Background: an optimization exercise with open tools, aiming at small area. Do not read the settings as production practice.
Only simulation tests tie the RTL to the original design; equivalence was not proved.
No activity file was given, so power comes from the tool's default toggle rates.

File: design.v
`timescale 1ns/100ps
module scoreboard_top (
    input  logic        clk,
    input  logic        rst,
    input  logic        inst_valid,
    input  logic [31:0] inst,
    output logic        inst_ready,
    output logic        ro_valid,
    output logic [2:0]  ro_fu,
    output logic [5:0]  ro_op,
    output logic [4:0]  ro_rs1,
    output logic [4:0]  ro_rs2,
    input  logic        ro_ready,
    input  logic [3:0]  fu_done,
    output logic        wb_valid,
    output logic [2:0]  wb_fu,
    output logic [4:0]  wb_rd,
    input  logic        wb_ready
);
    localparam logic [6:0] OPC_LOAD   = 7'b0000011;
    localparam logic [6:0] OPC_OP_IMM = 7'b0010011;
    localparam logic [6:0] OPC_AUIPC  = 7'b0010111;
    localparam logic [6:0] OPC_STORE  = 7'b0100011;
    localparam logic [6:0] OPC_OP     = 7'b0110011;
    localparam logic [6:0] OPC_LUI    = 7'b0110111;
    logic [6:0] funct7;
    logic [2:0] funct3;
    logic [6:0] opc;
    logic [3:0] dec_u;      
    logic [5:0] dec_op;
    logic       use_rd, use_rs1, use_rs2;
    logic [4:0] rd, rs1, rs2;
    assign funct7 = inst[31:25];
    assign funct3 = inst[14:12];
    assign opc    = inst[6:0];
    always_comb begin
        dec_u   = 4'b0000;
        dec_op  = 6'd0;
        use_rd  = 1'b0;
        use_rs1 = 1'b0;
        use_rs2 = 1'b0;
        case (opc)
            OPC_OP: begin
                use_rd  = 1'b1;
                use_rs1 = 1'b1;
                use_rs2 = 1'b1;
                if (funct7 == 7'h01) begin
                    dec_u  = funct3[2] ? 4'b1000 : 4'b0100;
                    dec_op = 6'd30 + 6'(funct3);
                end else if (funct7 == 7'h00) begin
                    dec_u = 4'b0001;
                    case (funct3)
                        3'd0: dec_op = 6'd1;
                        3'd1: dec_op = 6'd6;
                        3'd2: dec_op = 6'd9;
                        3'd3: dec_op = 6'd10;
                        3'd4: dec_op = 6'd5;
                        3'd5: dec_op = 6'd7;
                        3'd6: dec_op = 6'd4;
                        default: dec_op = 6'd3;
                    endcase
                end else if (funct7 == 7'h20) begin
                    if (funct3 == 3'd0) begin dec_u = 4'b0001; dec_op = 6'd2; end
                    if (funct3 == 3'd5) begin dec_u = 4'b0001; dec_op = 6'd8; end
                end
            end
            OPC_OP_IMM: begin
                use_rd  = 1'b1;
                use_rs1 = 1'b1;
                dec_u   = 4'b0001;
                case (funct3)
                    3'd0: dec_op = 6'd11;
                    3'd2: dec_op = 6'd18;
                    3'd3: dec_op = 6'd19;
                    3'd4: dec_op = 6'd14;
                    3'd6: dec_op = 6'd13;
                    3'd7: dec_op = 6'd12;
                    3'd1: begin
                        if (funct7 == 7'h00) dec_op = 6'd15;
                        else dec_u = 4'b0000;
                    end
                    default: begin
                        if (funct7 == 7'h00) dec_op = 6'd16;
                        else if (funct7 == 7'h20) dec_op = 6'd17;
                        else dec_u = 4'b0000;
                    end
                endcase
            end
            OPC_LOAD: begin
                use_rd  = 1'b1;
                use_rs1 = 1'b1;
                dec_u   = 4'b0010;
                case (funct3)
                    3'd0: dec_op = 6'd22;
                    3'd1: dec_op = 6'd23;
                    3'd2: dec_op = 6'd24;
                    3'd4: dec_op = 6'd25;
                    3'd5: dec_op = 6'd26;
                    default: dec_u = 4'b0000;
                endcase
            end
            OPC_STORE: begin
                use_rs1 = 1'b1;
                use_rs2 = 1'b1;
                dec_u   = 4'b0010;
                case (funct3)
                    3'd0: dec_op = 6'd27;
                    3'd1: dec_op = 6'd28;
                    3'd2: dec_op = 6'd29;
                    default: dec_u = 4'b0000;
                endcase
            end
            OPC_LUI: begin
                use_rd = 1'b1;
                dec_u  = 4'b0001;
                dec_op = 6'd20;
            end
            OPC_AUIPC: begin
                use_rd = 1'b1;
                dec_u  = 4'b0001;
                dec_op = 6'd21;
            end
            default: ;
        endcase
    end
    assign rd  = use_rd  ? inst[11:7]  : 5'd0;
    assign rs1 = use_rs1 ? inst[19:15] : 5'd0;
    assign rs2 = use_rs2 ? inst[24:20] : 5'd0;
    logic [3:0]      busy, done, rdy1, rdy2, wait1, wait2;
    logic [3:0][4:0] dst, src1, src2;
    logic [4:0]      op_alu;    
    logic [2:0]      op_mem;    
    logic [1:0]      op_mul;    
    logic [1:0]      op_div;    
    logic       ro_lock, wb_lock;
    logic [1:0] ro_lidx, wb_lidx;
    logic [3:0] hit_rd, hit_rs1, hit_rs2;
    logic       waw, unit_busy, issue_fire;
    logic [3:0] issue_u;
    logic [3:0] wb_u;           
    logic       p1_pend, p2_pend;
    always_comb begin
        for (int j = 0; j < 4; j++) begin
            hit_rd[j]  = busy[j] && dst[j] == rd;
            hit_rs1[j] = busy[j] && dst[j] == rs1;
            hit_rs2[j] = busy[j] && dst[j] == rs2;
        end
    end
    assign waw        = (|dec_u) && (rd != 5'd0) && (|hit_rd);
    assign unit_busy  = |(dec_u & busy);
    assign inst_ready = !(unit_busy || waw);
    assign issue_fire = inst_valid && inst_ready;
    assign issue_u    = issue_fire ? dec_u : 4'b0000;
    assign p1_pend = (rs1 != 5'd0) && |(hit_rs1 & ~wb_u);
    assign p2_pend = (rs2 != 5'd0) && |(hit_rs2 & ~wb_u);
    logic [3:0] ro_cand;
    logic [1:0] ro_pick, ro_sel;
    logic       ro_fire;
    logic [3:0] ro_u;
    assign ro_cand = busy & rdy1 & rdy2;
    always_comb begin
        ro_pick = 2'd0;
        for (int i = 3; i >= 0; i--) if (ro_cand[i]) ro_pick = 2'(i);
    end
    assign ro_sel   = ro_lock ? ro_lidx : ro_pick;
    assign ro_valid = ro_lock || (|ro_cand);
    assign ro_fu    = ro_valid ? {1'b0, ro_sel} + 3'd1 : 3'd0;
    assign ro_rs1   = src1[ro_sel];
    assign ro_rs2   = src2[ro_sel];
    always_comb begin
        case (ro_sel)
            2'd0: ro_op = {1'b0, op_alu};
            2'd1: ro_op = {2'b01, !(op_mem[2] && op_mem[1]), op_mem};
            2'd2: ro_op = op_mul[1] ? {5'b10000, op_mul[0]} : {5'b01111, op_mul[0]};
            default: ro_op = {3'b100, op_div[1], !op_div[1], op_div[0]};
        endcase
    end
    assign ro_fire = ro_valid && ro_ready;
    assign ro_u    = ro_fire ? 4'(1 << ro_sel) : 4'b0000;
    logic [15:0] eq1, eq2;    
    logic [15:0] blk;         
    logic [3:0]  war, wb_cand;
    logic [1:0]  wb_pick, wb_sel;
    logic        wb_fire;
    for (genvar i = 0; i < 4; i++) begin : g_eq
        for (genvar j = 0; j < 4; j++) begin : g_eqj
            if (i == j) begin : g_self
                assign eq1[4*i+j] = 1'b0;
                assign eq2[4*i+j] = 1'b0;
            end else begin : g_other
                assign eq1[4*i+j] = dst[i] == src1[j];
                assign eq2[4*i+j] = dst[i] == src2[j];
            end
            assign blk[4*i+j] = busy[j] && ((rdy1[j] && eq1[4*i+j]) || (rdy2[j] && eq2[4*i+j]));
        end
        assign war[i] = (dst[i] != 5'd0) && (|blk[4*i+3:4*i]);
    end
    assign wb_cand = busy & done & ~war;
    always_comb begin
        wb_pick = 2'd0;
        for (int i = 3; i >= 0; i--) if (wb_cand[i]) wb_pick = 2'(i);
    end
    assign wb_sel   = wb_lock ? wb_lidx : wb_pick;
    assign wb_valid = wb_lock || (|wb_cand);
    assign wb_fu    = wb_valid ? {1'b0, wb_sel} + 3'd1 : 3'd0;
    assign wb_rd    = dst[wb_sel];
    assign wb_fire  = wb_valid && wb_ready;
    assign wb_u     = wb_fire ? 4'(1 << wb_sel) : 4'b0000;
    logic [3:0] wake1, wake2;
    for (genvar j = 0; j < 4; j++) begin : g_wake
        assign wake1[j] = wait1[j] && |(wb_u & {eq1[12+j], eq1[8+j], eq1[4+j], eq1[j]});
        assign wake2[j] = wait2[j] && |(wb_u & {eq2[12+j], eq2[8+j], eq2[4+j], eq2[j]});
    end
    always_ff @(posedge clk or posedge rst) begin
        if (rst) begin
            busy    <= '0;
            done    <= '0;
            rdy1    <= '0;
            rdy2    <= '0;
            wait1   <= '0;
            wait2   <= '0;
            ro_lock <= 1'b0;
            wb_lock <= 1'b0;
        end else begin
            for (int i = 0; i < 4; i++) begin
                if (fu_done[i]) done[i] <= 1'b1;
                if (ro_u[i]) begin
                    rdy1[i] <= 1'b0;
                    rdy2[i] <= 1'b0;
                end
                if (wake1[i]) begin
                    wait1[i] <= 1'b0;
                    rdy1[i]  <= 1'b1;
                end
                if (wake2[i]) begin
                    wait2[i] <= 1'b0;
                    rdy2[i]  <= 1'b1;
                end
                if (wb_u[i]) begin
                    busy[i] <= 1'b0;
                    done[i] <= 1'b0;
                end
                if (issue_u[i]) begin
                    busy[i]  <= 1'b1;
                    done[i]  <= 1'b0;
                    wait1[i] <= p1_pend;
                    wait2[i] <= p2_pend;
                    rdy1[i]  <= !p1_pend;
                    rdy2[i]  <= !p2_pend;
                end
            end
            ro_lock <= ro_valid && !ro_ready;
            wb_lock <= wb_valid && !wb_ready;
        end
    end
    always_ff @(posedge clk) begin
        ro_lidx <= ro_sel;
        wb_lidx <= wb_sel;
        for (int i = 0; i < 4; i++) begin
            if (issue_u[i]) begin
                dst[i]  <= rd;
                src1[i] <= rs1;
                src2[i] <= rs2;
            end
        end
        if (issue_u[0]) op_alu <= dec_op[4:0];
        if (issue_u[1]) op_mem <= dec_op[2:0];
        if (issue_u[2]) op_mul <= funct3[1:0];
        if (issue_u[3]) op_div <= funct3[1:0];
    end
endmodule
File: constraint.sdc
create_clock -name core_clock -period 7.0 [get_ports {clk}]
set_input_delay 1.4000 -clock core_clock [delete_from_list [all_inputs] [get_ports {clk}]]
set_output_delay 1.4000 -clock core_clock [all_outputs]
set_load 0.01 [all_outputs]
File: run.sh
#!/bin/bash
# synth_recipe.tcl (not shown) runs the flow's synth.tcl, then flattens the netlist and writes it again
# the make line also repeats each setting of config.mk as NAME=value (left out here)
make -C /OpenROAD-flow-scripts/flow DESIGN_CONFIG=/design/flow/config.mk WORK_HOME=/design/flow/orfs CLKGATE_MAP_FILE= SYNTH_SCRIPT=/design/flow/synth_recipe.tcl finish
File: config.mk
export PLATFORM = sky130hd
export DESIGN_NAME = scoreboard_top
export DESIGN_NICKNAME = scoreboard_top
export VERILOG_FILES = /design/flow/design.v
export SDC_FILE = /design/flow/constraint.sdc
export NUM_CORES = 4
export LEC_CHECK = 0
export CAP_MARGIN = 20
export CORE_MARGIN = 2
export CORE_UTILIZATION = 40
export SLEW_MARGIN = 20
==> run summary <==
state kept, by name, summed over array words and instances, names as in the netlist:
register  count
ro_lock       1
op_mul        2
op_div        2
wait2         4
dst          20
src2         20
op_mem        3
wb_lidx       2
rdy1          4
src1         20
wait1         4
op_alu        5
ro_lidx       2
wb_lock       1
done          4
rdy2          4
busy          4
worst max-delay path: stages:
cell             delay (ns)
clkdlybuf4s50_1        0.60
o21bai_1               0.76
and2_1                 0.43
a22oi_1                0.15
a2111oi_1              0.40
a311oi_2               0.09
a21oi_4                0.33
o21ai_0                0.13
and3_1                 0.22
clkdlybuf4s50_1        0.48
cell usage after synthesis, types with 3 or more instances:
master,instances,area (um^2)
nand2b_1,4,25.0
and3_1,8,50.1
a22oi_1,8,60.1
or4_4,3,33.8
nor3_1,38,190
edfxtp_1,72,2160
a31oi_1,16,100
buf_2,18,90.1
buf_4,9,67.6
dfrtp_1,26,651
mux2i_1,3,30.0
a221oi_1,10,87.6
buf_6,9,101
a21boi_1,3,22.5
a21oi_1,36,180
nand3_1,48,240
a211oi_1,13,97.6
nor4_1,6,37.5
a32oi_1,5,43.8
nand4_1,9,56.3
clkbuf_1,13,48.8
o21ai_0,22,110
o22ai_1,13,81.3
ha_1,13,163
or2_2,4,25.0
a22o_1,3,26.3
nor2_1,43,161
a222oi_1,4,40.0
a211o_1,3,26.3
nor2b_1,8,50.1
and2_1,16,100
dfxtp_1,4,80.1
o31ai_1,3,22.5
mux4_2,10,225
xor2_1,52,455
inv_1,26,97.6
xnor2_1,116,1020
nand2_1,79,297
nand3b_1,8,60.1
a31o_1,4,35.0
o211ai_1,6,45.0
nor3b_1,4,30.0
path summary, 6_finish.rpt:
| check | end | slack (ns) | depth (start not counted) |
|---|---|---|---|
| setup / recovery | inst_ready | 0.62 | 10 |
| hold / removal | wait1[0]$_DFFE_PP0P_ | 0.49 | 2 |
| setup reg to reg | wait2[3]$_DFFE_PP0P_ | 2.10 | 13 |
| hold reg to reg | wait1[0]$_DFFE_PP0P_ | 0.49 | 2 |
| max in group asynchronous | rdy1[0]$_DFFE_PP0P_ | 5.20 | 2 |
| min in group asynchronous | rdy1[2]$_DFFE_PP0P_ | 1.41 | 2 |
cell families (layout without fill, tap and decap cells):
family | Yosys count | in the layout
xor+xnor | 168 | 168
compound gates | 168 | 168
mux | 14 | 14
flops | 102 | 102
simple gates | 297 | 297
buf+inv | 80 | 122
fa+ha+maj | 13 | 13
cell type report:
cell class / instances / area (um^2) / share of cell area
multi-input combinational: 660 / 4650 / 0.514
sequential: 102 / 2890 / 0.319
timing repair buffer: 78 / 761 / 0.0840
tap: 265 / 332 / 0.0366
clock buffer: 9 / 225 / 0.0249
inverter: 28 / 108 / 0.0119
clock inverter: 7 / 87.6 / 0.00967
power by group:
part | switching, mW | leakage, nW | internal [mW] | total, mW
sequential | 0.0624 | 1.07 | 0.674 | 0.737
clock | 0.253 | 0.154 | 0.287 | 0.540
combinational | 0.404 | 1.92 | 0.309 | 0.713
total | 0.719 | 3.15 | 1.27 | 1.99
through the flow:
stage	instance area [um^2]	setup WS [ns]	power, mW
4_1_cts	9060	0.629	1.98
3_5_place_dp	8740	0.645	1.45
5_1_grt	9060	0.411	2.08
3_3_place_gp	8740	0.643	1.44
6_report	9060	0.618	1.99
2_1_floorplan	7960	2.37	1.17
routing by layer:
layer,vias up,global-route usage
met1,3365,0.333
li1,3127,-
met3,59,0.0437
met5,-,0
met4,0,0.105
met2,320,0.396
cell usage in the layout, fill, tap and decap left out, drive strengths merged, types with 10 or more instances in the layout:
cell type / n
xor2: 52
mux4: 10
ha: 13
xnor2: 116
a211oi: 13
nand2: 81
clkdlybuf4s50: 70
nor2: 45
o21ai: 24
a31oi: 16
a21oi: 37
edfxtp: 72
nor3: 38
nand3: 48
inv: 32
and2: 16
a221oi: 11
dfrtp: 26
o22ai: 13
==> run summary <==
Cells after Synth=about 840; Hold Crit Start=wait1[0]$_DFFE_PP0P_; Critical Path AT=around 5 ns; Pins Over Slew Limit=0; Worst Hold Class=register to register; # DRC=0; startpoint types=primary input; Final Net Count=about 930; RSZ-0062 raised after global routing=false; first-pass GRT wire length=~40000 um; Slew @ Worst Pin=~1.1 ns; Clock Tree Buf Depth=2; core area=~0.020 mm^2; Synth Cell Area=between 0.007 and 0.008 mm^2; post-route ant nets=0; WHS=0.493 ns; Initial Utilization=0.408; Clk Latency, worst-skew pair=approximately 0.36 ns; R2R Path Start=dst[17]$_DFFE_PP_; CTS sink cnt=between 100 and 150; Synth Flop Type=edfxtp_1; routability cong.=1.02; Final Non-Filler Cells=1149; Num CTS Buffers=9; post-synthesis xor/xnor area fraction=0.185; initial antenna violation count=0; postcts setup bufs=0; Die H=between 100 and 150 um; met2 wire len=12000 um; final setup fails=0; vias per cell=5.98; post-synthesis mux area share=0.0335; Post-synth EDFFs=between 70 and 80; # IOs=around 70; placed cell count=roughly 1100; post-DP HPWL=18500 um; WS Path Type=primary input to primary output; clock slew at reported path FFs=~0.07 ns; maxcap violations=0; H-tree levels=3; drt wl/cell=approximately 23 um; Worst setup EP type=primary output; diode count=0; syn nets=between 800 and 900; CTS root buf=clkbuf_16; total gr overflow=0; hold-fix buffers at CTS=0; synthesized area per cell=approximately 9.5 um^2; vias in the first global route=6696; Seq cells post-synth=102; Critical Path RT=5.60 ns; fin util=0.464; setup TNS=0 ns; Crit. Startpoint=inst[2]; Async SR Flop Fraction=0.255; Setup Skew=approximately 0.0095 ns; Slew HR=0.250; simple-gate share of the synthesized area=0.197; CP Max Fanout=12; Area Growth Syn to Fin=13.7%; Synth Area in Compound Gates=0.147; DRT met1 WL=between 10000 and 15000 um; Die Area=between 0.02 and 0.025 mm^2; worst vdd ir=around 120 uV; status=finished clean; highest routed layer=met4; layout cells sized above 1=0.0667; CTS tree=yes; post_cts resized=0; post-synthesis sequential area ratio=0.363; Synth Warn #=1; P_leak=between 3 and 4 nW; gr usage total=0.248; Core Rows=51; fmax=between 0.15 and 0.2 GHz; period utilization=0.912; final wirelength=26200 um; Adder-Cell Fraction of Synth Area=0.0204; chip width=roughly 150 um; Layout fillers=approximately 1900; 1st-iter DRT viols=~630; largest family of logic cells by synthesized area=simple AND/OR/NAND/NOR gates; largest net degree at the start of global routing=27; min Tclk post-route=roughly 6.4 ns; IO Port Bufs=70; DR pass1 iterations=6; Power Dens Cells=between 200 and 250 mW/mm^2; Fin. Hold Viols=0; Netlist cell types=77; Via Count=between 6000 and 7000; metal3 WL=~2000 um

==> re-timing with driven ports <==
How much do the figures lean on ideal ports? The routed layout below was timed once more, with nothing changed but the port constraints.
Step 1 assumes that a clkbuf_16 drives the clock port and a buf_2 every other input.
Step 2 times the ports against the registers' clock, not the clock port: input delays grow and output delays shrink by t, the midpoint of the rising clock arrivals with the driver on.
Three values: ideal, step 1, step 2; two values: the first two.
t (ns): 0.401
slack for setup (ns): 0.618 / 0.592 / 0.592
hold slack, ns: 0.493 / 0.493 / 0.493
worst setup path after step 2: input to output
After both steps setup and hold are still met in this run. For this run, drivers alone change the setup slack by -0.026 ns; drivers and shift together by -0.026 ns.
